This design comes from an exercise in tuning for small area and a short achievable clock period on the open sky130 flow, not from production work. In this exercise RTL edits were held to simulation tests only and were not proved equivalent to the original.

== v5 ==
==> module instr_fetch_unit, before the edit <==
module instr_fetch_unit (
    input  logic                 clk,
    input  logic                 rst_n,
    input  logic                 start,
    input  logic [15:0]          start_pc,
    input  logic                 redirect_valid,
    input  logic [15:0]          redirect_pc,
    input  logic                 imem_we,
    input  logic [7:0]           imem_waddr,
    input  logic [7:0]           imem_wdata,
    input  logic                 lbl_we,
    input  logic [3:0]           lbl_waddr,
    input  logic [15:0]          lbl_wdata,
    output logic                 out_valid,
    input  logic                 out_ready,
    output logic [15:0]          out_pc,
    output ifu_pkg::dec_t        out_dec,
    output logic                 halted,
    output logic                 err
);
    logic [2047:0] mem;
    for (genvar r = 0; r < 256; r++) begin : g_row
        always_ff @(posedge clk) begin
            if (imem_we && imem_waddr == 8'(r)) begin
                mem[8*r +: 8] <= imem_wdata;
            end
        end
    end
    logic [255:0] lbl;
    logic [15:0]  lbl_v;
    for (genvar e = 0; e < 16; e++) begin : g_lbl
        always_ff @(posedge clk) begin
            if (lbl_we && lbl_waddr == 4'(e)) begin
                lbl[16*e +: 16] <= lbl_wdata;
            end
        end
    end
    always_ff @(posedge clk or negedge rst_n) begin
        if (!rst_n) begin
            lbl_v <= '0;
        end else if (lbl_we) begin
            lbl_v[lbl_waddr] <= 1'b1;
        end
    end
    logic        run;
    logic        fire;
    logic        ld_start, ld_redir;
    logic        is_halt;
    logic        out_en;
    logic [7:0]  pc, pc_next;
    logic [15:0] lo_q, lo_d;    
    logic [15:0] hi_q, hi_d;    
    assign ld_start = !run && start;
    assign ld_redir = run && redirect_valid;
    assign fire     = run && !redirect_valid && (!out_valid || out_ready);
    assign out_en   = !out_valid || out_ready;
    assign err      = 1'b0;
    function automatic logic [15:0] onehot4(input logic [3:0] v);
        onehot4 = 16'd1 << v;
    endfunction
    always_comb begin
        if (ld_start) begin
            pc_next = start_pc[15:8];
        end else if (ld_redir) begin
            pc_next = redirect_pc[15:8];
        end else if (fire && lo_q[15] && hi_q[15]) begin
            pc_next = pc + 8'd1;
        end else begin
            pc_next = pc;
        end
    end
    function automatic logic [3:0] enc4(input logic [15:0] oh);
        enc4 = '0;
        for (int i = 0; i < 16; i++) begin
            enc4 = enc4 | ({4{oh[i]}} & 4'(i));
        end
    endfunction
    logic [15:0] pc_full;
    assign pc_full = {pc, enc4(hi_q), enc4(lo_q)};
    logic hold_pc;
    assign hold_pc = !(ld_start || ld_redir || fire);
    assign lo_d = ({16{ld_start}} & onehot4(start_pc[3:0]))
                | ({16{ld_redir}} & onehot4(redirect_pc[3:0]))
                | ({16{fire}}     & {lo_q[14:0], lo_q[15]})
                | ({16{hold_pc}}  & lo_q);
    assign hi_d = ({16{ld_start}}             & onehot4(start_pc[7:4]))
                | ({16{ld_redir}}             & onehot4(redirect_pc[7:4]))
                | ({16{fire && lo_q[15]}}     & {hi_q[14:0], hi_q[15]})
                | ({16{hold_pc || (fire && !lo_q[15])}} & hi_q);
    logic [127:0] col_d, col_q;
    logic         wr_col;
    logic [7:0]   instr;
    logic [3:0] wlo;
    logic       m_start, m_redir, m_inc, m_hold;
    assign wlo     = imem_waddr[3:0];
    assign m_start = (start_pc[3:0] == wlo);
    assign m_redir = (redirect_pc[3:0] == wlo);
    assign m_inc   = lo_q[wlo - 4'd1];
    assign m_hold  = lo_q[wlo];
    assign wr_col  = imem_we && ((ld_start && m_start) || (ld_redir && m_redir) ||
                                 (fire && m_inc) || (hold_pc && m_hold));
    always_comb begin
        for (int h = 0; h < 16; h++) begin
            col_d[8*h +: 8] = '0;
            for (int l = 0; l < 16; l++) begin
                col_d[8*h +: 8] = col_d[8*h +: 8] | ({8{lo_d[l]}} & mem[8*(16*h+l) +: 8]);
            end
            if (wr_col && imem_waddr[7:4] == 4'(h)) begin
                col_d[8*h +: 8] = imem_wdata;
            end
        end
    end
    always_comb begin
        instr = '0;
        for (int h = 0; h < 16; h++) begin
            instr = instr | ({8{hi_q[h]}} & col_q[8*h +: 8]);
        end
    end
    ifu_pkg::dec_t fetch_dec;
    ifu_decode u_decode (
        .instr    (instr),
        .lbl_flat (lbl),
        .lbl_v    (lbl_v),
        .dec      (fetch_dec)
    );
    assign is_halt = (instr[7:4] == ifu_pkg::OP_HALT);
    always_ff @(posedge clk or negedge rst_n) begin
        if (!rst_n) begin
            run       <= 1'b0;
            halted    <= 1'b0;
            out_valid <= 1'b0;
        end else begin
            if (run) begin
                run    <= !(fire && is_halt);
                halted <= fire && is_halt;
            end else begin
                run    <= start;
                halted <= halted && !start;
            end
            out_valid <= fire || (out_valid && !out_ready && !ld_redir);
        end
    end
    always_ff @(posedge clk) begin
        pc    <= pc_next;
        lo_q  <= lo_d;
        hi_q  <= hi_d;
        col_q <= col_d;
        out_pc  <= ({16{out_en}} & pc_full)   | ({16{!out_en}} & out_pc);
        out_dec <= ({35{out_en}} & fetch_dec) | ({35{!out_en}} & out_dec);
    end
endmodule
make LEC_CHECK=0 ABC_AREA=1 CAP_MARGIN=20 CORE_MARGIN=2 CORE_UTILIZATION=55 CTS_CLUSTER_DIAMETER=80 CTS_CLUSTER_SIZE=20 SETUP_SLACK_MARGIN=2.9 SLEW_MARGIN=20 finish   # period 5.5 ns
run.sh (not shown) runs the stock make flow with config.mk's settings and CLKGATE_MAP_FILE= SYNTH_SCRIPT=/design/flow/synth_recipe.tcl, a recipe that flattens the netlist after the stock synthesis.
What v27 does differently from v5 at the input level:
-- flow/design.v --
<<< v5, line 125
    logic        is_halt;
    logic        out_en;
    logic [7:0]  pc, pc_next;
    logic [15:0] lo_q, lo_d;    
    logic [15:0] hi_q, hi_d;    
>>> v27, line 125
    logic        is_halt;
    logic        out_en;
    logic [15:0] pc, pc_next;
    logic [15:0] lo_q, lo_d;    
    logic [15:0] hi_q, hi_d;    
<<< v5, line 138
    always_comb begin
        if (ld_start) begin
            pc_next = start_pc[15:8];
        end else if (ld_redir) begin
            pc_next = redirect_pc[15:8];
        end else if (fire && lo_q[15] && hi_q[15]) begin
            pc_next = pc + 8'd1;
        end else begin
            pc_next = pc;
        end
    end
    function automatic logic [3:0] enc4(input logic [15:0] oh);
        enc4 = '0;
        for (int i = 0; i < 16; i++) begin
            enc4 = enc4 | ({4{oh[i]}} & 4'(i));
        end
    endfunction
    logic [15:0] pc_full;
    assign pc_full = {pc, enc4(hi_q), enc4(lo_q)};
    logic hold_pc;
    assign hold_pc = !(ld_start || ld_redir || fire);
>>> v27, line 138
    always_comb begin
        if (ld_start) begin
            pc_next = start_pc;
        end else if (ld_redir) begin
            pc_next = redirect_pc;
        end else if (fire) begin
            pc_next = pc + 16'd1;
        end else begin
            pc_next = pc;
        end
    end
    logic hold_pc;
    assign hold_pc = !(ld_start || ld_redir || fire);
<<< v5, line 223
        hi_q  <= hi_d;
        col_q <= col_d;
        out_pc  <= ({16{out_en}} & pc_full)   | ({16{!out_en}} & out_pc);
        out_dec <= ({35{out_en}} & fetch_dec) | ({35{!out_en}} & out_dec);
    end
>>> v27, line 215
        hi_q  <= hi_d;
        col_q <= col_d;
        out_pc  <= ({16{out_en}} & pc)        | ({16{!out_en}} & out_pc);
        out_dec <= ({35{out_en}} & fetch_dec) | ({35{!out_en}} & out_dec);
    end
==> run summary <==
Comparing v5 and v27, the higher buffer count excluding the clock tree in the final layout is on v5.
Comparing area used by sequential logic in the layout for v5 and v27, the smaller number came from v5.
Between v5 and v27, the period utilization is lower for v5.
Looking at v5 and v27, the clock-cell share of area is a wash.
Clock sink count: v27 > v5
The proportion of synthesized flip-flops having asynchronous set or reset of v5 and that of v27 are within noise of each other.
Going from v5 to v27, global-route usage grows by 0.86 points.

==> afterwards: timing with drivers on the ports <==
The results above use ideal ports. As a check the final layouts listed here were re-extracted and re-timed, cells and wires unchanged.
Step 1 (the two cells are an assumption about what drives the block):
set clk [get_ports {clk}]
set_driving_cell -lib_cell sky130_fd_sc_hd__clkbuf_16 $clk
set_driving_cell -lib_cell sky130_fd_sc_hd__buf_2 [delete_from_list [all_inputs] $clk]
Step 2, shift: input delay + t, output delay - t, t = (earliest + latest rising clock arrival at the registers) / 2. This alone moves slack from input paths to output paths.
Three values: ideal, step 1, step 2; two values: the first two.
run	t (ns)	slack for setup (ns)	worst hold slack (ns)	worst setup path after step 2
v5	0.932	2.787 / 2.718 / 1.785	0.227 / 0.154 / 0.455	input to register
v27	0.920	2.733 / 2.733 / 1.995	0.213 / 0.149 / 0.469	input to register
After both steps setup and hold are still met in every run listed. For v5, which loses most, drivers alone change the setup slack by -0.069 ns; drivers and shift together by -1.002 ns.
